Context: an optimization exercise on an open-source flow, tuned for a short achievable clock period and few clock cycles. The choices shown serve that exercise and are no tape-out recipe.
Only simulation tests tie the RTL to the original design; equivalence was not proved.
Power and IR drop assume default switching activity.

==> design/flow/design.v <==
`timescale 1ns / 1ps
module crst_nor2 (
  input  logic a,
  input  logic b,
  output logic y
);
  assign y = ~(a | b);
endmodule
module crst_nand2 (
  input  logic a,
  input  logic b,
  output logic y
);
  assign y = ~(a & b);
endmodule
module crst_nand4g (
  input  logic [3:0] a,
  output logic       y
);
  assign y = ~&a;
endmodule
module crst_inv (
  input  logic a,
  output logic y
);
  assign y = ~a;
endmodule
module crst_aoi22 (
  input  logic a0,
  input  logic b0,
  input  logic a1,
  input  logic b1,
  output logic y
);
  assign y = ~((a0 & b0) | (a1 & b1));
endmodule
`timescale 1ns / 1ps
module crst_tsel #(
  parameter int N = 64
) (
  input  logic [N-1:0][31:0] tag,
  input  logic [N-1:0]       sel,
  input  logic [N-1:0]       pfill,
  input  logic [31:0]        psec,
  output logic [31:0]        q
);
  logic [31:0] qn;
  for (genvar b = 0; b < 32; b++) begin : g_bit
    logic [31:0] l1;
    logic [7:0]  l2;
    logic [3:0]  l3;
    logic [1:0]  l4;
    for (genvar i = 0; i < 32; i++) begin : g_l1
      crst_aoi22 u (.a0(tag[2*i][b]), .b0(sel[2*i]), .a1(tag[2*i+1][b]), .b1(sel[2*i+1]), .y(l1[i]));
    end
    for (genvar i = 0; i < 8; i++) begin : g_l2
      crst_nand4g u (.a(l1[4*i +: 4]), .y(l2[i]));
    end
    for (genvar i = 0; i < 4; i++) begin : g_l3
      crst_nor2 u (.a(l2[2*i]), .b(l2[2*i+1]), .y(l3[i]));
    end
    for (genvar i = 0; i < 2; i++) begin : g_l4
      crst_nand2 u (.a(l3[2*i]), .b(l3[2*i+1]), .y(l4[i]));
    end
    crst_nor2 u_l5 (.a(l4[0]), .b(l4[1]), .y(qn[b]));
  end
  assign q = |(sel & pfill) ? psec : ~qn;
endmodule
`timescale 1ns / 1ps
module crst_xor2 (
  input  logic a,
  input  logic b,
  output logic y
);
  assign y = a ^ b;
endmodule
module crst_eq (
  input  logic [31:0] a,
  input  logic [31:0] b,
  input  logic        en,
  output logic        match
);
  logic [31:0] d;
  logic [15:0] l1;
  logic [7:0]  l2;
  logic [3:0]  l3;
  logic [1:0]  l4;
  logic        l5, en_n;
  for (genvar i = 0; i < 32; i++) begin : g_x
    crst_xor2 u (.a(a[i]), .b(b[i]), .y(d[i]));
  end
  for (genvar i = 0; i < 16; i++) begin : g_l1
    crst_nor2 u (.a(d[2*i]), .b(d[2*i+1]), .y(l1[i]));
  end
  for (genvar i = 0; i < 8; i++) begin : g_l2
    crst_nand2 u (.a(l1[2*i]), .b(l1[2*i+1]), .y(l2[i]));
  end
  for (genvar i = 0; i < 4; i++) begin : g_l3
    crst_nor2 u (.a(l2[2*i]), .b(l2[2*i+1]), .y(l3[i]));
  end
  for (genvar i = 0; i < 2; i++) begin : g_l4
    crst_nand2 u (.a(l3[2*i]), .b(l3[2*i+1]), .y(l4[i]));
  end
  crst_inv u_en (.a(en), .y(en_n));
  crst_nor2 u_l5 (.a(l4[0]), .b(l4[1]), .y(l5));
  assign match = l5 & ~en_n;
endmodule
module crst_or64n (
  input  logic [63:0] a,
  output logic        y_n
);
  logic [31:0] l1;
  logic [7:0]  l2;
  logic [3:0]  l3;
  logic        l4;
  for (genvar i = 0; i < 32; i++) begin : g_l1
    crst_nor2 u (.a(a[2*i]), .b(a[2*i+1]), .y(l1[i]));
  end
  for (genvar i = 0; i < 8; i++) begin : g_l2
    crst_nand4g u (.a(l1[4*i +: 4]), .y(l2[i]));
  end
  for (genvar i = 0; i < 4; i++) begin : g_l3
    crst_nor2 u (.a(l2[2*i]), .b(l2[2*i+1]), .y(l3[i]));
  end
  crst_nand4g u_l4 (.a(l3), .y(l4));
  crst_inv u_l5 (.a(l4), .y(y_n));
endmodule
module crst_or32 (
  input  logic [31:0] a,
  output logic        y
);
  logic [15:0] l1;
  logic [3:0]  l2;
  logic [1:0]  l3;
  for (genvar i = 0; i < 16; i++) begin : g_l1
    crst_nor2 u (.a(a[2*i]), .b(a[2*i+1]), .y(l1[i]));
  end
  for (genvar i = 0; i < 4; i++) begin : g_l2
    crst_nand4g u (.a(l1[4*i +: 4]), .y(l2[i]));
  end
  for (genvar i = 0; i < 2; i++) begin : g_l3
    crst_nor2 u (.a(l2[2*i]), .b(l2[2*i+1]), .y(l3[i]));
  end
  crst_nand2 u_l4 (.a(l3[0]), .b(l3[1]), .y(y));
endmodule
module crst_cmp #(
  parameter int N = 64
) (
  input  logic [31:0]        sector,
  input  logic [N-1:0][31:0] tag,
  input  logic [N-1:0]       valid,
  input  logic               pmiss,     
  input  logic [N-1:0]       pvoh,      
  input  logic [31:0]        psec,      
  input  logic [N-1:0]       voh,       
  input  logic [N-1:0]       below_fd,  
  output logic [N-1:0]       match,
  output logic               hit,
  output logic               hitv,      
  output logic               hitb,      
  output logic [5:0]         hslot
);
  logic [N-1:0] pfill, en, mt;
  logic         eqp, pe, hit_n, hitv_n, hitb_n;
  logic [5:0]   pslot, tslot;
  always_comb begin
    pfill = pvoh & {N{pmiss}};
    en    = valid & ~pfill;
    pslot = '0;
    for (int i = 0; i < N; i++) begin
      if (pvoh[i]) pslot = pslot | 6'(i);
    end
  end
  crst_eq u_eqp (.a(psec), .b(sector), .en(1'b1), .match(eqp));
  assign pe  = pmiss & eqp;
  for (genvar i = 0; i < N; i++) begin : g_eq
    crst_eq u_eq (
      .a     (tag[i]),
      .b     (sector),
      .en    (en[i]),
      .match (mt[i])
    );
  end
  crst_or64n u_hit  (.a(mt), .y_n(hit_n));
  crst_or64n u_hitv (.a(mt & voh), .y_n(hitv_n));
  crst_or64n u_hitb (.a(mt & below_fd), .y_n(hitb_n));
  for (genvar k = 0; k < 6; k++) begin : g_slot
    logic [31:0] sl;
    for (genvar j = 0; j < 32; j++) begin : g_b
      assign sl[j] = mt[((j >> k) << (k + 1)) | (1 << k) | (j & ((1 << k) - 1))];
    end
    crst_or32 u_or (.a(sl), .y(tslot[k]));
  end
  assign match = mt | (pfill & {N{eqp}});
  assign hit   = ~hit_n | pe;
  assign hitv  = ~hitv_n | (pe & |(pvoh & voh));
  assign hitb  = ~hitb_n | (pe & |(pvoh & below_fd));
  assign hslot = tslot | (pe ? pslot : 6'd0);
endmodule
`timescale 1ns / 1ps
module crst_pfx #(
  parameter int N = 64
) (
  input  logic [N-1:0] x,
  output logic [N-1:0] y
);
  logic [6:0][N-1:0] p;
  assign p[0] = x;
  for (genvar k = 0; k < 6; k++) begin : g_l
    for (genvar i = 0; i < N; i++) begin : g_b
      if (i < (1 << k)) begin : g_inv
        crst_inv u (.a(p[k][i]), .y(p[k+1][i]));
      end else if (k % 2 == 0) begin : g_nor
        crst_nor2 u (.a(p[k][i]), .b(p[k][i - (1 << k)]), .y(p[k+1][i]));
      end else begin : g_nand
        crst_nand2 u (.a(p[k][i]), .b(p[k][i - (1 << k)]), .y(p[k+1][i]));
      end
    end
  end
  assign y = p[6];
endmodule
module crst_lowest #(
  parameter int N = 64
) (
  input  logic [N-1:0] x,
  output logic [N-1:0] y
);
  logic [N-1:0] p;
  crst_pfx #(.N(N)) u_p (.x(x), .y(p));
  assign y = x & ~(p << 1);
endmodule
module crst_enc (
  input  logic [63:0] oh,
  output logic [5:0]  b
);
  always_comb begin
    b = '0;
    for (int i = 0; i < 64; i++) begin
      if (oh[i]) b = b | 6'(i);
    end
  end
endmodule
module crst_search #(
  parameter int N = 64
) (
  input  logic [N-1:0] r,
  input  logic [N-1:0] m,
  output logic [N-1:0] oh,
  output logic [N-1:0] vm,
  output logic [N-1:0] clr
);
  logic [N-1:0] c, a, ia, ic;
  assign c = ~r;
  assign a = c & m;
  crst_pfx #(.N(N)) u_pa (.x(a), .y(ia));
  crst_pfx #(.N(N)) u_pc (.x(c), .y(ic));
  always_comb begin
    if (ia[N-1]) begin
      oh  = a & ~(ia << 1);
      vm  = ia;
      clr = m & ~ia;
    end else if (ic[N-1]) begin
      oh  = c & ~(ic << 1);
      vm  = ic;
      clr = m | ~ic;
    end else begin
      oh  = m & ~(m << 1);
      vm  = m;
      clr = '1;
    end
  end
endmodule
`timescale 1ns / 1ps
module sector_cache_tags (
  input  logic        clk,
  input  logic        rst_n,
  input  logic        start,
  output logic        busy,
  input  logic [1:0]  in_func,
  input  logic [31:0] in_sector,
  output logic        out_strobe,
  output logic        out_hit,
  output logic [5:0]  out_slot,
  output logic        out_fetch,
  output logic        out_writeback,
  output logic [31:0] out_wb_sector,
  output logic        out_last
);
  localparam int N = 64;
  logic [N-1:0][31:0] tag_r;
  logic [N-1:0] valid_r;
  logic [N-1:0] dirty_r;
  logic [N-1:0] ref_r;
  logic [N-1:0] hm_r;      
  logic [N-1:0] voh_r;     
  logic [N-1:0] vm_r;      
  logic [N-1:0] clr_r;     
  logic [N-1:0] fd_r;      
  logic         pmiss_r;   
  logic [N-1:0] pvoh_r;    
  logic [N-1:0] pvm_r;     
  logic [31:0]  psec_r;    
  logic         busy_r;    
  logic         strobe_r;
  logic         hit_r;
  logic [5:0]   slot_r;
  logic         fetch_r;
  logic         wb_r;
  logic [31:0]  wbs_r;
  logic         last_r;
  assign busy          = busy_r;
  assign out_strobe    = strobe_r;
  assign out_hit       = hit_r;
  assign out_slot      = slot_r;
  assign out_fetch     = fetch_r;
  assign out_writeback = wb_r;
  assign out_wb_sector = wbs_r;
  assign out_last      = last_r;
  logic         take, take_acc, take_fl, fl_step, wr;
  logic [N-1:0] match;
  logic         hit, hitv, hitb;
  logic [5:0]   hslot, vslot, fslot;
  logic         vwb, any_d, more_d;
  logic [3*N-1:0] s_miss, s_hv;
  logic [N-1:0] pfill, hm_e, sel;
  logic [31:0]  stag;
  logic [N-1:0] below_fd, dirty_miss, fd_hit, fd_miss, fd_fl, fd_clean;
  logic [N-1:0] fd_pfx;
  logic         vwb_n, any_d_n, more_d_n;
  crst_or64n u_vwb  (.a(voh_r & dirty_r), .y_n(vwb_n));
  crst_or64n u_anyd (.a(fd_r), .y_n(any_d_n));
  crst_or64n u_more (.a(dirty_r & ~fd_r), .y_n(more_d_n));
  assign vwb    = ~vwb_n;
  assign any_d  = ~any_d_n;
  assign more_d = ~more_d_n;
  crst_enc u_vslot (.oh(voh_r), .b(vslot));
  crst_enc u_fslot (.oh(fd_r), .b(fslot));
  crst_search #(.N(N)) u_smiss (
    .r   ((ref_r & ~clr_r) | voh_r),
    .m   (vm_r),
    .oh  (s_miss[3*N-1:2*N]),
    .vm  (s_miss[2*N-1:N]),
    .clr (s_miss[N-1:0])
  );
  crst_search #(.N(N)) u_shv (
    .r   (ref_r | voh_r),
    .m   (hm_e),
    .oh  (s_hv[3*N-1:2*N]),
    .vm  (s_hv[2*N-1:N]),
    .clr (s_hv[N-1:0])
  );
  crst_pfx #(.N(N)) u_fdp (.x(fd_r), .y(fd_pfx));
  assign below_fd = ~fd_pfx;
  crst_lowest #(.N(N)) u_fdfl (.x(dirty_r & ~fd_r), .y(fd_fl));
  crst_lowest #(.N(N)) u_fdcl (.x(dirty_r & ~voh_r), .y(fd_clean));
  crst_cmp #(.N(N)) u_cmp (
    .sector   (in_sector),
    .tag      (tag_r),
    .valid    (valid_r),
    .pmiss    (pmiss_r),
    .pvoh     (pvoh_r),
    .psec     (psec_r),
    .voh      (voh_r),
    .below_fd (below_fd),
    .match    (match),
    .hit      (hit),
    .hitv     (hitv),
    .hitb     (hitb),
    .hslot    (hslot)
  );
  crst_tsel #(.N(N)) u_tsel (
    .tag   (tag_r),
    .sel   (sel),
    .pfill (pfill),
    .psec  (psec_r),
    .q     (stag)
  );
  always_comb begin
    take     = rst_n & start & ~busy_r;
    take_acc = take & ~in_func[1];
    take_fl  = take & (in_func == 2'd2);
    fl_step  = busy_r | take_fl;
    wr       = in_func[0];
    pfill = pvoh_r & {N{pmiss_r}};
    hm_e  = pmiss_r ? pvm_r : hm_r;
    sel  = (busy_r | in_func[1]) ? fd_r : voh_r;
    dirty_miss = (dirty_r & ~voh_r) | (voh_r & {N{wr}});
    fd_hit     = (wr && hitb) ? match : fd_r;
    if (wr) begin
      fd_miss = |(voh_r & below_fd) ? voh_r : fd_r;
    end else begin
      fd_miss = |(voh_r & fd_r) ? fd_clean : fd_r;
    end
  end
  logic [N-1:0] ref_h, ref_m, dirty_h, dirty_m, fd_h, fd_m;
  logic [N-1:0] voh_h, vm_h, clr_h, voh_m, vm_m, clr_m;
  logic         pmiss_m;
  logic         hit_o_h, fetch_o_m, wb_o_m, last_o;
  logic [5:0]   slot_o_h, slot_o_m;
  logic [31:0]  wbs_o_m, wbs_o_fl;
  always_comb begin
    ref_h   = ref_r;
    dirty_h = dirty_r;
    fd_h    = fd_r;
    {voh_h, vm_h, clr_h} = {voh_r, vm_r, clr_r};
    ref_m   = ref_r;
    dirty_m = dirty_r;
    fd_m    = fd_r;
    {voh_m, vm_m, clr_m} = {voh_r, vm_r, clr_r};
    pmiss_m = 1'b0;
    if (fl_step) begin
      dirty_h = dirty_r & ~fd_r;
      dirty_m = dirty_r & ~fd_r;
      fd_h    = fd_fl;
      fd_m    = fd_fl;
    end else if (take_acc) begin
      ref_h   = ref_r | match;
      dirty_h = dirty_r | (match & {N{wr}});
      fd_h    = fd_hit;
      if (hitv) {voh_h, vm_h, clr_h} = s_hv;
      ref_m   = (ref_r & ~clr_r) | voh_r;
      dirty_m = dirty_miss;
      fd_m    = fd_miss;
      {voh_m, vm_m, clr_m} = s_miss;
      pmiss_m = 1'b1;
    end
    hit_o_h   = ~fl_step;
    slot_o_h  = fl_step ? fslot : hslot;
    slot_o_m  = fl_step ? fslot : vslot;
    fetch_o_m = ~fl_step;
    wb_o_m    = fl_step ? any_d : vwb;
    wbs_o_fl  = any_d ? stag : '0;
    wbs_o_m   = fl_step ? wbs_o_fl : (vwb ? stag : '0);
    last_o    = ~fl_step | ~more_d;
  end
  always_ff @(posedge clk) begin
    if (!rst_n) begin
      valid_r  <= '0;
      dirty_r  <= '0;
      ref_r    <= '0;
      hm_r     <= '1;
      voh_r    <= N'(1);
      vm_r     <= '1;
      clr_r    <= '0;
      fd_r     <= '0;
      pmiss_r  <= 1'b0;
      busy_r   <= 1'b0;
      strobe_r <= 1'b0;
    end else begin
      busy_r   <= fl_step & more_d;
      strobe_r <= fl_step | take_acc;
      valid_r  <= valid_r | pfill;
      hm_r     <= hm_e;
      if (hit) begin
        ref_r   <= ref_h;
        dirty_r <= dirty_h;
        fd_r    <= fd_h;
        {voh_r, vm_r, clr_r} <= {voh_h, vm_h, clr_h};
        pmiss_r <= 1'b0;
      end else begin
        ref_r   <= ref_m;
        dirty_r <= dirty_m;
        fd_r    <= fd_m;
        {voh_r, vm_r, clr_r} <= {voh_m, vm_m, clr_m};
        pmiss_r <= pmiss_m;
      end
    end
  end
  always_ff @(posedge clk) begin
    psec_r <= in_sector;
    pvoh_r <= voh_r;
    pvm_r  <= vm_r;
    last_r <= last_o;
    if (hit) begin
      hit_r   <= hit_o_h;
      slot_r  <= slot_o_h;
      fetch_r <= 1'b0;
      wb_r    <= fl_step & any_d;
      wbs_r   <= fl_step ? wbs_o_fl : '0;
    end else begin
      hit_r   <= 1'b0;
      slot_r  <= slot_o_m;
      fetch_r <= fetch_o_m;
      wb_r    <= wb_o_m;
      wbs_r   <= wbs_o_m;
    end
    for (int i = 0; i < N; i++) begin
      if (pfill[i]) begin
        tag_r[i] <= psec_r;
      end
    end
  end
endmodule
==> design/flow/run.sh <==
#!/bin/bash
# synth_recipe.tcl (not shown) runs the flow's synth.tcl, then flattens the netlist and writes it again
# the make line also repeats each setting of config.mk as NAME=value (left out here)
make -C /OpenROAD-flow-scripts/flow DESIGN_CONFIG=/design/flow/config.mk WORK_HOME=/design/flow/orfs CLKGATE_MAP_FILE= SYNTH_SCRIPT=/design/flow/synth_recipe.tcl finish
==> design/flow/config.mk <==
export PLATFORM = sky130hd
export DESIGN_NAME = sector_cache_tags
export DESIGN_NICKNAME = sector_cache_tags
export VERILOG_FILES = /design/flow/design.v
export SDC_FILE = /design/flow/constraint.sdc
export NUM_CORES = 4
export LEC_CHECK = 0
export CAP_MARGIN = 20
export CORE_MARGIN = 2
export CORE_UTILIZATION = 30
export PLACE_DENSITY = 0.38
export SETUP_SLACK_MARGIN = 2.5
export SLEW_MARGIN = 20
export SYNTH_HIERARCHICAL = 1
export SYNTH_MINIMUM_KEEP_SIZE = 0
export TNS_END_PERCENT = 100
==> design/flow/constraint.sdc <==
create_clock -name core_clock -period 6.0 [get_ports {clk}]
set_input_delay 1.2000 -clock core_clock [delete_from_list [all_inputs] [get_ports {clk}]]
set_output_delay 1.2000 -clock core_clock [all_outputs]
set_load 0.01 [all_outputs]
==> reports/qor.txt, run 1 <==
STA
----------------------------------------------------------------------------------------------------
Transition time at the pin with the least slew margin                                       1.157 ns
Hold Fails Final Rpt                                                                               0
Hold slack final                                                                           0.4426 ns
Final Max Slew Viols                                                                               0
Share of the clock period used by the worst path after layout                                 70.94%
Relative max-transition margin                                                                22.90%
Highest attainable clock frequency                                                        0.2350 GHz
Post-route setup slack                                                                      1.744 ns
Min cycle time layout                                                                       4.256 ns
Setup Skew                                                                                 0.1054 ns
Total setup violations reported at the end of the flow                                             0
Setup tns final                                                                                 0 ns
Unrepaired setup endpoints after global routing                                                 true

CELLS AND AREA
----------------------------------------------------------------------------------------------------
Fill cells                                                                                    55,920
Net count of the finished layout                                                              18,260
Finished Cell Area                                                                       206,000 um2
Post-route non-filler standard cell count                                                     25,870
Ratio of cells with drive above 1 in the final layout                                         24.13%
Post-layout utilization of the core                                                           37.25%
Synthesis-to-layout area growth                                                               23.71%

GLOBAL ROUTING
----------------------------------------------------------------------------------------------------
Maximum number of pins on one net before global-route repair                                     145
Total congestion overflow after global routing                                                     0
Number of global-route vias before repair                                                    136,200
Aggregate global-route resource usage                                                         33.38%
First-pass GRT wire length                                                              1,274,000 um
Antenna violations before repair                                                                 102

DETAILED ROUTING
----------------------------------------------------------------------------------------------------
Wire length after detailed routing                                                        973,600 um
Routed via count divided by cell count                                                         5.449
Residual antenna-violating net count after detailed routing                                        0
Detailed-route wire length per cell                                                         37.64 um
Number of vias after detailed routing                                                        141,000
Number of DRC violations after detailed-routing iteration 0                                   15,240
Iteration count of the initial detailed-routing pass                                               8
DRC violation count after routing                                                                  0

PLACED DESIGN
----------------------------------------------------------------------------------------------------
Cell area reported after detailed placement                                              179,300 um2
RD Place Congestion                                                                            1.040
Cell count after placement                                                                    24,640
HPWL Detailed                                                                             686,200 um
Total of buffers placed on input and output ports                                                 80
Post-placement setup slack                                                               -0.05787 ns

LOGIC SYNTHESIS
----------------------------------------------------------------------------------------------------
Cell Area, Synth                                                                         166,500 um2
Number of warnings issued by yosys                                                                10
Gate count of the mapped netlist                                                              17,330
Mapped Nets                                                                                   17,370
Mean instance size in the synthesized netlist                                              9.610 um2

PWR
----------------------------------------------------------------------------------------------------
Power density of the placed cells                                                       254.0 nW/um2
Leakage Power                                                                               76.18 nW
Worst voltage drop across the vdd grid                                                     0.2286 mV
Overall Power                                                                               52.32 mW

CLOCKING
----------------------------------------------------------------------------------------------------
Clock latency reported for the late side of the worst-skew pair                              1.08 ns
TritonCTS clock tree                                                                            done
Clock-pin slew reported for the worst setup and hold paths after clock tree synthesis        0.06 ns
Inserted Clock Buffers                                                                           360
Number of sinks driven by the clock tree                                                       2,765
Longest Clk Path Bufs                                                                              4
Total number of H-tree levels                                                                      5
Clock tree root buffer cell                                                                clkbuf_16

FLOORPLANNING
----------------------------------------------------------------------------------------------------
Initial cell density of the core                                                              30.11%
Core Area                                                                                553,000 um2
Die width                                                                                   749.0 um
I/O pin cnt                                                                                       81
Floorplan die area                                                                       561,100 um2
Std-Cell Rows                                                                                    273
Die H                                                                                       749.0 um

SETUP PATH
----------------------------------------------------------------------------------------------------
Critical path capture point type                                                            register
Cell Chain, Critical Path                                                               buf_16, buf_16, buf_16, xor2_1, nor2_1, nand2_1, nor2_4, nand2_2, nor2_4, nor2b_4, and2_1, nor2_1, nand4_1, nor2_2, nand4_1, inv_1, o21ai_2, nand2_1, a222oi_1, o41a_2, buf_12, buf_12, buf_16, mux2i_1
CP Data Arrival Time                                                                         5.20 ns
Maximum fanout encountered on the critical timing path                                             9
Cell family with the largest share of critical-path delay                               simple AND/OR/NAND/NOR gates
CP Buf/Inv Count                                                                                   7
Critical path startpoint category                                                         input port
Required time of the worst setup path                                                        6.94 ns
CP max stage cell                                                                           a222oi_1
Most numerous cell on the critical path                                                       buf_16
WS Path Type                                                                               in -> reg
Biggest cell delay along the critical path                                                   0.43 ns

RUN
----------------------------------------------------------------------------------------------------
Total of max-cap violations                                                                        0

MIN PATH
----------------------------------------------------------------------------------------------------
Worst hold path class                                                                     reg -> reg

RUN STATUS
----------------------------------------------------------------------------------------------------
Outcome                                                                     timing/DRC/antenna clean

-- sequential cells by signal, summed over array words and instances (netlist names), named ones only --
name / count
busy_r: 1
clr_r: 64
fd_r: 64
fetch_r: 1
hit_r: 1
hm_r: 64
last_r: 1
pmiss_r: 1
psec_r: 32
pvm_r: 64
pvoh_r: 64
ref_r: 64
slot_r: 6
strobe_r: 1
tag_r: 2048
valid_r: 64
vm_r: 64
voh_r: 64
wb_r: 1
wbs_r: 32
-- layout by cell type (no fill, tap or decap), types with 65 or more instances in the layout --
cell,instances
a22oi_2,1024
nor3_1,145
dfxtp_1,659
o21ai_2,76
or2_2,96
and2_1,217
buf_12,160
buf_4,811
clkbuf_16,379
nor2_1,3007
clkinv_1,65
clkbuf_1,85
nand4_1,362
mux2i_1,384
mux2_4,69
edfxtp_1,2048
nor2_2,197
and2_2,66
nand2_1,2042
a31oi_1,135
diode_2,66
a21o_1,76
o21bai_1,130
a21oi_1,211
buf_6,108
mux2_2,75
o211ai_1,129
nor2_4,169
a211oi_2,75
o21ai_0,333
nor3b_1,124
buf_16,192
inv_1,921
o31ai_1,118
xor2_1,2069
o21a_1,66
nand2_2,143
nor2b_4,192
nor2b_1,250
-- repair_timing --
action                     in CTS  in global routing
setup endpoints to repair     430                424
buffers inserted              302                 56
hold endpoints to repair        0                  0
hold buffers                    0                  0
pin swaps                     247                182
gates resized for setup      1567                362
cloned                        133                 15
-- area by class of cell --
class                      instances  area [um2]  area share [%]
multi-input combinational      12720       86850           42.16
sequential                      2765       76020           36.90
timing repair buffer            1406       18270           8.871
clock buffer                     478        9849           4.781
tap                             7287        9117           4.426
inverter                         966        3754           1.822
clock inverter                   179        1977          0.9596
antenna                           66       165.2         0.08017
-- per-layer routing --
metal	track usage (%)	share of wire, %
met5	0.06797	0.020
met4	22.35	8.2
met3	4.827	5.7
met2	52.20	44
met1	42.85	42
-- power breakdown --
part | switching, mW | internal, mW | leakage (nW)
logic | 6.09 | 2.51 | 46.1
clock network | 9.46 | 13.0 | 5.75
registers | 0.444 | 20.8 | 24.3
-- worst paths after layout --
path | end | startpoint | cells after the start | slack (ns)
worst max register to register | fd_r[13] | fd_r[19] | 20 | 1.78
worst min register to register | pvm_r[63] | vm_r[63] | 0 | 0.44
worst min-delay path | pvm_r[63] | vm_r[63] | 0 | 0.44
worst max-delay path | fd_r[13] | in_sector[19] | 24 | 1.74
-- worst reg2reg max path, delay by kind of cell, from the launching register on --
kind | cells | cell delay (ns)
mux | 1 | 0.18
buf+inv | 5 | 0.98
compound gates | 5 | 1.23
simple gates | 9 | 1.33
flops | 1 | 0.42
Testbench counts, summed over its fixed seeds: cycles 5,147.
==> run 2, diff against run 1 <==
--- a/design/flow/design.v
+++ b/design/flow/design.v
@@ -106,12 +106,14 @@
   assign match = l5 & ~en_n;
 endmodule
-module crst_or64n (
-  input  logic [63:0] a,
-  output logic        y_n
+module crst_or64n #(
+  parameter int C = 1
+) (
+  input  logic [63:0]  a,
+  output logic [C-1:0] y_n
 );
   logic [31:0] l1;
   logic [7:0]  l2;
   logic [3:0]  l3;
-  logic        l4;
+  logic [C-1:0] l4;
   for (genvar i = 0; i < 32; i++) begin : g_l1
     crst_nor2 u (.a(a[2*i]), .b(a[2*i+1]), .y(l1[i]));
@@ -123,6 +125,8 @@
     crst_nor2 u (.a(l2[2*i]), .b(l2[2*i+1]), .y(l3[i]));
   end
-  crst_nand4g u_l4 (.a(l3), .y(l4));
-  crst_inv u_l5 (.a(l4), .y(y_n));
+  for (genvar k = 0; k < C; k++) begin : g_c
+    crst_nand4g u_l4 (.a(l3), .y(l4[k]));
+    crst_inv u_l5 (.a(l4[k]), .y(y_n[k]));
+  end
 endmodule
 module crst_or32 (
@@ -156,11 +160,13 @@
   input  logic [N-1:0]       below_fd,  
   output logic [N-1:0]       match,
-  output logic               hit,
-  output logic               hitv,      
+  output logic [3:0]         hit,       
+  output logic [1:0]         hitv,      
   output logic               hitb,      
   output logic [5:0]         hslot
 );
   logic [N-1:0] pfill, en, mt;
-  logic         eqp, pe, hit_n, hitv_n, hitb_n;
+  logic         eqp, pe, hitb_n;
+  logic [3:0]   hit_n;
+  logic [1:0]   hitv_n;
   logic [5:0]   pslot, tslot;
   always_comb begin
@@ -182,6 +188,6 @@
     );
   end
-  crst_or64n u_hit  (.a(mt), .y_n(hit_n));
-  crst_or64n u_hitv (.a(mt & voh), .y_n(hitv_n));
+  crst_or64n #(.C(4)) u_hit  (.a(mt), .y_n(hit_n));
+  crst_or64n #(.C(2)) u_hitv (.a(mt & voh), .y_n(hitv_n));
   crst_or64n u_hitb (.a(mt & below_fd), .y_n(hitb_n));
   for (genvar k = 0; k < 6; k++) begin : g_slot
@@ -193,6 +199,6 @@
   end
   assign match = mt | (pfill & {N{eqp}});
-  assign hit   = ~hit_n | pe;
-  assign hitv  = ~hitv_n | (pe & |(pvoh & voh));
+  assign hit   = ~hit_n | {4{pe}};
+  assign hitv  = ~hitv_n | {2{pe & |(pvoh & voh)}};
   assign hitb  = ~hitb_n | (pe & |(pvoh & below_fd));
   assign hslot = tslot | (pe ? pslot : 6'd0);
@@ -205,7 +211,8 @@
   output logic [N-1:0] y
 );
-  logic [6:0][N-1:0] p;
+  localparam int L = $clog2(N);
+  logic [L:0][N-1:0] p;
   assign p[0] = x;
-  for (genvar k = 0; k < 6; k++) begin : g_l
+  for (genvar k = 0; k < L; k++) begin : g_l
     for (genvar i = 0; i < N; i++) begin : g_b
       if (i < (1 << k)) begin : g_inv
@@ -218,5 +225,9 @@
     end
   end
-  assign y = p[6];
+  if (L % 2 == 0) begin : g_even
+    assign y = p[L];
+  end else begin : g_odd
+    assign y = ~p[L];
+  end
 endmodule
 module crst_lowest #(
@@ -250,23 +261,19 @@
   output logic [N-1:0] clr
 );
-  logic [N-1:0] c, a, ia, ic;
+  logic [N-1:0]   c, a;
+  logic [2*N-1:0] z, pz;
+  logic           any_a_n, any_c_n;
   assign c = ~r;
   assign a = c & m;
-  crst_pfx #(.N(N)) u_pa (.x(a), .y(ia));
-  crst_pfx #(.N(N)) u_pc (.x(c), .y(ic));
+  assign z = {c, a};
+  crst_pfx #(.N(2*N)) u_pz (.x(z), .y(pz));
+  crst_or64n u_aa (.a(a), .y_n(any_a_n));
+  crst_or64n u_ac (.a(c), .y_n(any_c_n));
   always_comb begin
-    if (ia[N-1]) begin
-      oh  = a & ~(ia << 1);
-      vm  = ia;
-      clr = m & ~ia;
-    end else if (ic[N-1]) begin
-      oh  = c & ~(ic << 1);
-      vm  = ic;
-      clr = m | ~ic;
-    end else begin
-      oh  = m & ~(m << 1);
-      vm  = m;
-      clr = '1;
-    end
+    oh  = (a & ~(pz[N-1:0] << 1)) | (c & ~pz[2*N-2:N-1]);
+    if (any_c_n) oh = m & ~(m << 1);
+    vm  = any_a_n ? pz[2*N-1:N] : pz[N-1:0];
+    clr = any_a_n ? (m | ~pz[2*N-1:N]) : (m & ~pz[N-1:0]);
+    if (any_c_n) vm = m;
   end
 endmodule
@@ -320,4 +327,6 @@
   logic [N-1:0] match;
   logic         hit, hitv, hitb;
+  logic [3:0]   hitc;    
+  logic [1:0]   hitvc;
   logic [5:0]   hslot, vslot, fslot;
   logic         vwb, any_d, more_d;
@@ -364,6 +373,6 @@
     .below_fd (below_fd),
     .match    (match),
-    .hit      (hit),
-    .hitv     (hitv),
+    .hit      (hitc),
+    .hitv     (hitvc),
     .hitb     (hitb),
     .hslot    (hslot)
@@ -376,4 +385,6 @@
     .q     (stag)
   );
+  assign hit  = hitc[0];
+  assign hitv = hitvc[0];
   always_comb begin
     take     = rst_n & start & ~busy_r;
@@ -386,5 +397,5 @@
     sel  = (busy_r | in_func[1]) ? fd_r : voh_r;
     dirty_miss = (dirty_r & ~voh_r) | (voh_r & {N{wr}});
-    fd_hit     = (wr && hitb) ? match : fd_r;
+    fd_hit     = (match & below_fd & {N{wr}}) | (fd_r & ~{N{wr & hitb}});
     if (wr) begin
       fd_miss = |(voh_r & below_fd) ? voh_r : fd_r;
@@ -418,5 +429,6 @@
       dirty_h = dirty_r | (match & {N{wr}});
       fd_h    = fd_hit;
-      if (hitv) {voh_h, vm_h, clr_h} = s_hv;
+      if (hitvc[0]) voh_h = s_hv[3*N-1:2*N];
+      if (hitvc[1]) {vm_h, clr_h} = s_hv[2*N-1:0];
       ref_m   = (ref_r & ~clr_r) | voh_r;
       dirty_m = dirty_miss;
@@ -452,17 +464,11 @@
       valid_r  <= valid_r | pfill;
       hm_r     <= hm_e;
-      if (hit) begin
-        ref_r   <= ref_h;
-        dirty_r <= dirty_h;
-        fd_r    <= fd_h;
-        {voh_r, vm_r, clr_r} <= {voh_h, vm_h, clr_h};
-        pmiss_r <= 1'b0;
-      end else begin
-        ref_r   <= ref_m;
-        dirty_r <= dirty_m;
-        fd_r    <= fd_m;
-        {voh_r, vm_r, clr_r} <= {voh_m, vm_m, clr_m};
-        pmiss_r <= pmiss_m;
-      end
+      ref_r   <= hitc[1] ? ref_h : ref_m;
+      dirty_r <= hitc[1] ? dirty_h : dirty_m;
+      fd_r    <= hitc[2] ? fd_h : fd_m;
+      voh_r   <= hitc[2] ? voh_h : voh_m;
+      pmiss_r <= hitc[2] ? 1'b0 : pmiss_m;
+      vm_r    <= hitc[3] ? vm_h : vm_m;
+      clr_r   <= hitc[3] ? clr_h : clr_m;
     end
   end
==> run 2 against run 1 <==
  * Still clean on timing, DRC and antenna
  * Flip-flop and latch count stayed put
  * Count of clock-buffer cells in the layout stayed put
  * Wire length is 9.2% higher
  * Setup slack worse by 0.12 ns
  * Register-to-register slack worse by 0.15 ns
  * Maximum frequency is 2.6% lower
  * Clock skew is 0.055 ns lower
  * Clock power is 2% lower
  * Synthesized cell count is 2.6% higher
  * Sequential power is 2% higher
  * Die area is 0.55% higher
  * Sequential share of layout area is 0.89 points lower
  * Critical path type is now reg -> reg
==> reports/qor.txt, run 2 <==
LOGIC SYNTHESIS
----------------------------------------------------------------------------------------------------
Mapped Nets                                                                                   17,810   +2.6%
Cell Area, Synth                                                                         167,500 um2   +0.56%
Number of warnings issued by yosys                                                                10   unchanged
Gate count of the mapped netlist                                                              17,770   +2.6%
Mean instance size in the synthesized netlist                                              9.422 um2   -2.0%

STA
----------------------------------------------------------------------------------------------------
Transition time at the pin with the least slew margin                                       1.245 ns   +0.08816 ns
Hold slack final                                                                           0.4148 ns   -0.02780 ns
Total setup violations reported at the end of the flow                                             0   unchanged
Hold Fails Final Rpt                                                                               0   unchanged
Final Max Slew Viols                                                                               0   unchanged
Min cycle time layout                                                                       4.371 ns   +0.1150 ns
Highest attainable clock frequency                                                        0.2288 GHz   -2.6%
Share of the clock period used by the worst path after layout                                 72.85%   +1.9 points
Setup Skew                                                                                0.05018 ns   -0.05525 ns
Relative max-transition margin                                                                16.85%   -6.0 points
Unrepaired setup endpoints after global routing                                                 true

CELLS AND AREA
----------------------------------------------------------------------------------------------------
Commonest cells after routing, fill and taps aside                                      3,422 x nor2_1, 2,066 x xor2_1, 2,048 x edfxtp_1, 1,892 x nand2_1, 1,188 x inv_1
Most common cell after layout, fill and taps aside                                            nor2_1
Area taken by multi-input logic gates                                                     89,610 um2   +3.2%
Net count of the finished layout                                                              19,080   +4.5%
Largest register FFs                                                                           2,048   unchanged
Top reg by flops                                                                               tag_r
Ratio of cells with drive above 1 in the final layout                                         24.58%   +0.45 points
Post-layout utilization of the core                                                           37.98%   +0.73 points
Synthesis-to-layout area growth                                                               26.21%
Reg area                                                                                  76,100 um2   +0.11%
Fill cells                                                                                    56,360   +0.78%

SETUP PATH
----------------------------------------------------------------------------------------------------
WS Path Type                                                                              reg -> reg
CP Data Arrival Time                                                                         5.26 ns   +0.06 ns
Maximum fanout encountered on the critical timing path                                             5   -4
R2R Setup Slk                                                                                1.63 ns   -0.15 ns
Required time of the worst setup path                                                        6.89 ns   -0.05 ns
Critical path capture point type                                                            register
Critical path startpoint category                                                           register

PWR
----------------------------------------------------------------------------------------------------
Psw                                                                                         20.81 mW   +30%
Worst voltage drop across the vdd grid                                                     0.2323 mV   +1.6%
Reg power frac                                                                                 37.1%   -3.5 points
Leakage Power                                                                               74.49 nW   -2.2%
Switching part of the total power                                                             35.43%   +4.9 points
Power density of the placed cells                                                       277.9 nW/um2   +9.4%
Internal portion of total power                                                             37.92 mW   +4.4%
Proportion of power drawn by the clock network                                                 37.6%   -5.3 points
Fraction of power consumed by combinational cells                                              25.3%   +8.9 points

DETAILED ROUTING
----------------------------------------------------------------------------------------------------
Wire length after detailed routing                                                      1,063,000 um   +9.2%
Detailed-route wire length per cell                                                         39.59 um   +5.2%
Number of DRC violations after detailed-routing iteration 0                                   18,860   +24%
DRC violation count after routing                                                                  0   unchanged
Iteration count of the initial detailed-routing pass                                               7   -1
Residual antenna-violating net count after detailed routing                                        0   unchanged
Number of vias after detailed routing                                                        150,800   +7.0%
Routed via count divided by cell count                                                         5.617   +3.1%

GLOBAL ROUTING
----------------------------------------------------------------------------------------------------
Total congestion overflow after global routing                                                     0   unchanged
Aggregate global-route resource usage                                                         35.78%   +2.4 points
First-pass GRT wire length                                                              1,362,000 um   +7.0%
Antenna violations before repair                                                                 127   +25%
Number of global-route vias before repair                                                    142,000   +4.2%
Maximum number of pins on one net before global-route repair                                     125   -14%

CLOCKING
----------------------------------------------------------------------------------------------------
Longest Clk Path Bufs                                                                              4   unchanged
Total number of H-tree levels                                                                      5   unchanged
Clock-pin slew reported for the worst setup and hold paths after clock tree synthesis        0.06 ns   about the same
Hold_buf cts                                                                                       0   unchanged
Clock latency reported for the late side of the worst-skew pair                              1.03 ns   -0.05 ns
TritonCTS clock tree                                                                            done
Inserted Clock Buffers                                                                           358   -0.56%
Number of sinks driven by the clock tree                                                       2,765   unchanged
Clock tree root buffer cell                                                                clkbuf_16

FLOORPLANNING
----------------------------------------------------------------------------------------------------
Std-Cell Rows                                                                                    274   +0.37%
I/O pin cnt                                                                                       81   unchanged
Core Area                                                                                556,400 um2   +0.61%
Die width                                                                                   751.1 um   +0.28%
Initial cell density of the core                                                              30.09%   about the same
Floorplan die area                                                                       564,200 um2   +0.55%
Die H                                                                                       751.1 um   +0.28%

PLACED DESIGN
----------------------------------------------------------------------------------------------------
Total of buffers placed on input and output ports                                                 80   unchanged
HPWL Detailed                                                                             747,700 um   +9.0%
RD Place Congestion                                                                            1.060   +1.8%

MIN PATH
----------------------------------------------------------------------------------------------------
Worst hold path class                                                                      in -> reg

RUN
----------------------------------------------------------------------------------------------------
Total of max-cap violations                                                                        0   unchanged

RUN STATUS
----------------------------------------------------------------------------------------------------
Outcome                                                                     timing/DRC/antenna clean

## run 2: metal layers
| metal | share of wire (%) | track usage [%] | up-vias |
|---|---|---|---|
| met1 | 43 | 48.33 | 77640 |
| met5 | 0.035 | 0 | - |
| met3 | 8.3 | 7.132 | 1821 |
| met2 | 42 | 54.01 | 7553 |
| met4 | 6.6 | 18.66 | 32 |
| li1 | - | - | 63770 |
## run 2: final timing paths
path,start,endpoint,depth (start not counted)
max,fd_r[28],fd_r[22],21
min,in_sector[17],psec_r[17],1
max reg2reg,fd_r[28],fd_r[22],21
min reg2reg,vm_r[48],pvm_r[48],0
## run 2: repair_timing
action	CTS	global route
setup endpoints to repair	426	425
pin swaps	155	160
buffers inserted	339	109
cloned	133	38
gates resized for setup	1596	619
## run 2: power by group through the flow
stage / logic (mW) / clock network [mW] / registers, mW
6_report: 14.9 / 22.1 / 21.8
5_1_grt: 14.9 / 23.1 / 21.8
4_1_cts: 13.8 / 22.4 / 21.7
3_5_place_dp: 12.6 / 0 / 22.1
3_3_place_gp: 12.6 / 0 / 22.1
2_1_floorplan: 5.74 / 0 / 21.9
## run 2: stage by stage
step	TNS, ns	area (um2)	setup WS (ns)	power [mW]	cells
floorplan	0	168000	2.188	27.60	17770
global placement	-1.971	182400	-0.1196	34.77	25510
detailed placement	-1.450	182400	-0.09108	34.70	25510
CTS	0	206900	1.928	57.95	26650
global route	0	211200	1.720	59.77	26810
finish	0	211300	1.629	58.74	26850
## run 2: final cells by class
class	instances	share of cell area [%]
clock buffers	478	4.631
diodes	52	0.06157
inverters	1241	2.299
clock inverters	187	0.8348
multi-input cells	13140	42.40
flip-flops and latches	2765	36.01
repair buffers	1537	9.355
well taps	7452	4.412
## run 2: critical path, stage by stage, from the launching register on
cell	delay (ns)
dfxtp_2	0.37
nor2_2	0.45
nand2_1	0.17
nor2_1	0.22
nand2_1	0.14
nor2_1	0.12
nand2_1	0.16
inv_1	0.56
and2_1	0.22
nor2_1	0.05
nand4_1	0.13
nor2_2	0.09
nand4_1	0.09
inv_1	0.06
o21ai_2	0.08
nand2_4	0.13
buf_4	0.22
buf_16	0.14
a32oi_2	0.27
a21oi_1	0.11
o22ai_1	0.31
a22oi_2	0.13
Testbench counts of run 2, summed over its fixed seeds: cycles 5,147.
==> run 3, diff against run 2 <==
--- a/design/flow/config.mk
+++ b/design/flow/config.mk
@@ -8,6 +8,6 @@
 export CAP_MARGIN = 20
 export CORE_MARGIN = 2
-export CORE_UTILIZATION = 30
-export PLACE_DENSITY = 0.38
+export CORE_UTILIZATION = 25
+export PLACE_DENSITY = 0.33
 export SETUP_SLACK_MARGIN = 2.5
 export SLEW_MARGIN = 20
==> run 3 against run 2 <==
  * Still clean
  * Clock skew up 0.041 ns
  * Non-clock buffer count is 141 higher
  * Core utilization is 5.9 points lower
  * Setup slack better by 0.13 ns
  * Via count shrank 2.2%
  * Critical path depth is 2 higher
  * Sequential power about the same
  * Die area increased by 20%
  * Maximum frequency increased by 3.2%
  * Design area rose by 1.2%
  * Sequential share of layout area is 0.42 points lower
  * Largest power group unchanged
==> reports/qor.txt, run 3 <==
RUN STATUS
----------------------------------------------------------------------------------------------------
Outcome                                                                     timing/DRC/antenna clean

STA
----------------------------------------------------------------------------------------------------
Post-route setup slack                                                                      1.763 ns   +0.1340 ns
Final Max Slew Viols                                                                               0   unchanged
Unrepaired setup endpoints after global routing                                                 true
Highest attainable clock frequency                                                        0.2360 GHz   +3.2%
Min cycle time layout                                                                       4.237 ns   -0.1340 ns
Hold Fails Final Rpt                                                                               0   unchanged
Share of the clock period used by the worst path after layout                                 70.62%   -2.2 points
Setup Skew                                                                                0.09150 ns   +0.04133 ns
Total setup violations reported at the end of the flow                                             0   unchanged
Transition time at the pin with the least slew margin                                       1.185 ns   -0.05954 ns
Relative max-transition margin                                                                20.99%   +4.1 points

CLOCKING
----------------------------------------------------------------------------------------------------
Inserted Clock Buffers                                                                           366   +2.2%
Hold_buf cts                                                                                       0   unchanged
Clock latency reported for the late side of the worst-skew pair                              1.08 ns   +0.05 ns
Total number of H-tree levels                                                                      5   unchanged
Clock tree root buffer cell                                                                clkbuf_16
Longest Clk Path Bufs                                                                              4   unchanged
TritonCTS clock tree                                                                            done
Number of sinks driven by the clock tree                                                       2,765   unchanged
Clock-pin slew reported for the worst setup and hold paths after clock tree synthesis        0.06 ns   about the same

FLOORPLANNING
----------------------------------------------------------------------------------------------------
Die width                                                                                   822.4 um   +9.5%
Initial cell density of the core                                                              25.09%   -5.0 points
Floorplan die area                                                                       676,400 um2   +20%
Std-Cell Rows                                                                                    300   +9.5%
I/O pin cnt                                                                                       81   unchanged
Die H                                                                                       822.4 um   +9.5%
Core Area                                                                                667,400 um2   +20%

CELLS AND AREA
----------------------------------------------------------------------------------------------------
Net count of the finished layout                                                              19,210   +0.71%
Reg area                                                                                  76,090 um2   about the same
Fill cells                                                                                    69,890   +24%
Area taken by multi-input logic gates                                                     89,400 um2   -0.23%
Commonest cells after routing, fill and taps aside                                      3,288 x nor2_1, 2,065 x xor2_1, 2,048 x edfxtp_1, 1,874 x nand2_1, 1,189 x inv_1
Ratio of cells with drive above 1 in the final layout                                         25.49%   +0.91 points
Synthesis-to-layout area growth                                                               27.68%
Largest register FFs                                                                           2,048   unchanged
Top reg by flops                                                                               tag_r
Most common cell after layout, fill and taps aside                                            nor2_1
Post-layout utilization of the core                                                           32.04%   -5.9 points

DETAILED ROUTING
----------------------------------------------------------------------------------------------------
Number of vias after detailed routing                                                        147,500   -2.2%
Iteration count of the initial detailed-routing pass                                               8   +1
Number of DRC violations after detailed-routing iteration 0                                   16,310   -14%
DRC violation count after routing                                                                  0   unchanged
Residual antenna-violating net count after detailed routing                                        0   unchanged
Detailed-route wire length per cell                                                         37.34 um   -5.7%
Routed via count divided by cell count                                                         5.185   -7.7%
Wire length after detailed routing                                                      1,062,000 um   about the same

SETUP PATH
----------------------------------------------------------------------------------------------------
CP max stage cell                                                                            dfxtp_4
WS Path Type                                                                              reg -> reg
Critical path capture point type                                                            register
Cell Chain, Critical Path                                                               buf_6, nor2_1, nand2_2, nor2_1, nand2_2, nor2_1, nand2_1, clkinvlp_4, and2_1, nor2_1, nand4_1, nor2_1, buf_4, nand4_1, inv_2, o21ai_4, nand2_4, buf_8, buf_12, a32oi_1, a21oi_1, o22ai_1, a22oi_2
R2R Setup Slk                                                                                1.76 ns   +0.13 ns
CP Data Arrival Time                                                                         5.21 ns   -0.05 ns
Worst r2r src                                                                               fd_r[37]
Number of cells traversed by the worst register-to-register path                                  23   +9.5%
Cell family with the largest share of critical-path delay                               simple AND/OR/NAND/NOR gates
Most numerous cell on the critical path                                                       nor2_1
Required time of the worst setup path                                                        6.97 ns   +0.08 ns
Maximum fanout encountered on the critical timing path                                            19   +14
Endpoint of the worst register-to-register path                                             fd_r[12]
Biggest cell delay along the critical path                                                   0.45 ns   -0.11 ns
CP Buf/Inv Count                                                                                   6   +2
Critical path startpoint category                                                           register

GLOBAL ROUTING
----------------------------------------------------------------------------------------------------
Met2 layer usage reported by global route                                                     48.56%   -5.5 points
First-pass GRT wire length                                                              1,372,000 um   +0.71%
Global routing's busiest layer                                                                  met2
Maximum number of pins on one net before global-route repair                                     119   -4.8%
Antenna violations before repair                                                                 118   -7.1%
Met3 track demand over resource                                                               4.242%   -2.9 points
Total congestion overflow after global routing                                                     0   unchanged
Number of global-route vias before repair                                                    143,300   +0.93%
Met1 routing resource usage after global routing                                              39.74%   -8.6 points
Aggregate global-route resource usage                                                         29.83%   -5.9 points

LOGIC SYNTHESIS
----------------------------------------------------------------------------------------------------
Mean instance size in the synthesized netlist                                              9.422 um2   unchanged
Mapped Nets                                                                                   17,810   unchanged
Gate count of the mapped netlist                                                              17,770   unchanged
Number of warnings issued by yosys                                                                10   unchanged
Cell Area, Synth                                                                         167,500 um2   unchanged

MIN PATH
----------------------------------------------------------------------------------------------------
WHS Endpoint                                                                              psec_r[17]
Min-Delay Path Depth                                                                               1   unchanged
Worst hold path class                                                                      in -> reg
Worst hold start                                                                        in_sector[17]

PWR
----------------------------------------------------------------------------------------------------
Worst voltage drop across the vdd grid                                                     0.2261 mV   -2.7%
Leakage Power                                                                               75.32 nW   +1.1%
Power density of the placed cells                                                       271.1 nW/um2   -2.5%

PLACED DESIGN
----------------------------------------------------------------------------------------------------
Total of buffers placed on input and output ports                                                 80   unchanged
Post-placement setup slack                                                                -0.1020 ns   -0.01096 ns
HPWL Detailed                                                                             766,100 um   +2.5%
RD Place Congestion                                                                            1.043   -1.5%

RUN
----------------------------------------------------------------------------------------------------
Total of max-cap violations                                                                        0   unchanged

==> run 3: through the flow <==
step | instances | power (mW) | hold WS [ns] | instance area (um2) | TNS [ns]
after floorplan | 17770 | 27.60 | 0.3652 | 168000 | 0
after global placement | 27090 | 34.46 | 0.4189 | 185400 | -2.241
after detailed placement | 27090 | 34.41 | 0.4145 | 185400 | -2.039
after CTS | 28220 | 57.83 | 0.2422 | 209300 | 0
after global routing | 28410 | 59.37 | 0.3219 | 213700 | 0
final | 28450 | 57.96 | 0.3508 | 213800 | 0
==> run 3: layout make-up <==
cell class                 instances  area share (%)
timing repair buffer            1678           9.556
clock buffer                     505           4.758
inverter                        1241           2.275
tap                             8909           5.214
multi-input combinational      13120           41.82
clock inverter                   166          0.7093
sequential                      2765           35.59
antenna                           67         0.07842
timing repair inverter             1        0.004096
==> run 3: worst max-delay path by stage <==
stage	endpoint	from	depth (start not counted)	slack [ns]
detailed placement	voh_r[54]	in_sector[23]	22	-0.10
finish	fd_r[12]	fd_r[37]	23	1.76
global route	fd_r[45]	in_sector[15]	26	1.78
floorplan	wbs_r[1]	in_func[1]	12	2.19
CTS	vm_r[14]	in_sector[15]	27	2.02
global placement	voh_r[54]	in_sector[23]	22	-0.10
==> run 3: power by group <==
group          leakage (nW)  internal, mW  switching, mW
combinational          45.3          4.04           9.74
sequential             24.3          21.0          0.965
clock                  5.71          12.7           9.52
==> run 3: per-layer routing <==
| metal | part of all wire [%] | routed length [um] |
|---|---|---|
| met1 | 43 | 461800 |
| met3 | 5.8 | 61680 |
| met5 | 0.013 | 137 |
| met4 | 5.1 | 54450 |
| met2 | 46 | 484300 |
==> run 3: what timing repair did <==
action                                  4_1_cts  5_1_grt
cloned                                      112       26
pin swaps                                   222      156
setup buffers                               340      145
endpoints found under the hold margin         0        0
endpoints found under the setup margin      437      426
gates resized for setup                    1647      721
==> run 3: worst reg2reg max path, cell delays in order, from the launching register on <==
cell        delay [ns]
dfxtp_4           0.45
buf_6             0.21
nor2_1            0.09
nand2_2           0.15
nor2_1            0.14
nand2_2           0.16
nor2_1            0.06
nand2_1           0.17
clkinvlp_4        0.29
and2_1            0.26
nor2_1            0.22
nand4_1           0.12
nor2_1            0.12
buf_4             0.21
nand4_1           0.12
inv_2             0.09
o21ai_4           0.10
nand2_4           0.19
buf_8             0.16
buf_12            0.19
a32oi_1           0.11
a21oi_1           0.23
o22ai_1           0.10
a22oi_2           0.20

## afterwards: timing with drivers on the ports
The flow's constraints put no driver on any port. The routed layouts listed below were extracted and timed again, unchanged, in two steps.
Step 1 assumes that a clkbuf_16 drives the clock port and a buf_2 every other input.
Step 2, shift: input delay + t, output delay - t, t = (earliest + latest rising clock arrival at the registers) / 2. This alone moves slack from input paths to output paths.
a / b / c = ideal ports / drivers / drivers and shift; a / b = the first two.
| run | shift t [ns] | slack for setup (ns) | worst setup path at the end | latest minus earliest clock arrival (ns) | worst slew at a driven data input, ns |
|---|---|---|---|---|---|
| run 1 | 1.179 | 1.744 / 1.784 / 0.654 | input to register | 0.106 / 0.106 | 0.14 |
| run 2 | 1.134 | 1.629 / 1.629 / 0.524 | input to register | 0.051 / 0.051 | 0.29 |
| run 3 | 1.175 | 1.763 / 1.763 / 0.669 | input to register | 0.092 / 0.091 | 0.20 |
After both steps setup and hold are still met in every run listed. The setup slack of run 2, which loses most, moves by 0.000 ns with the drivers and by -1.105 ns with both steps.
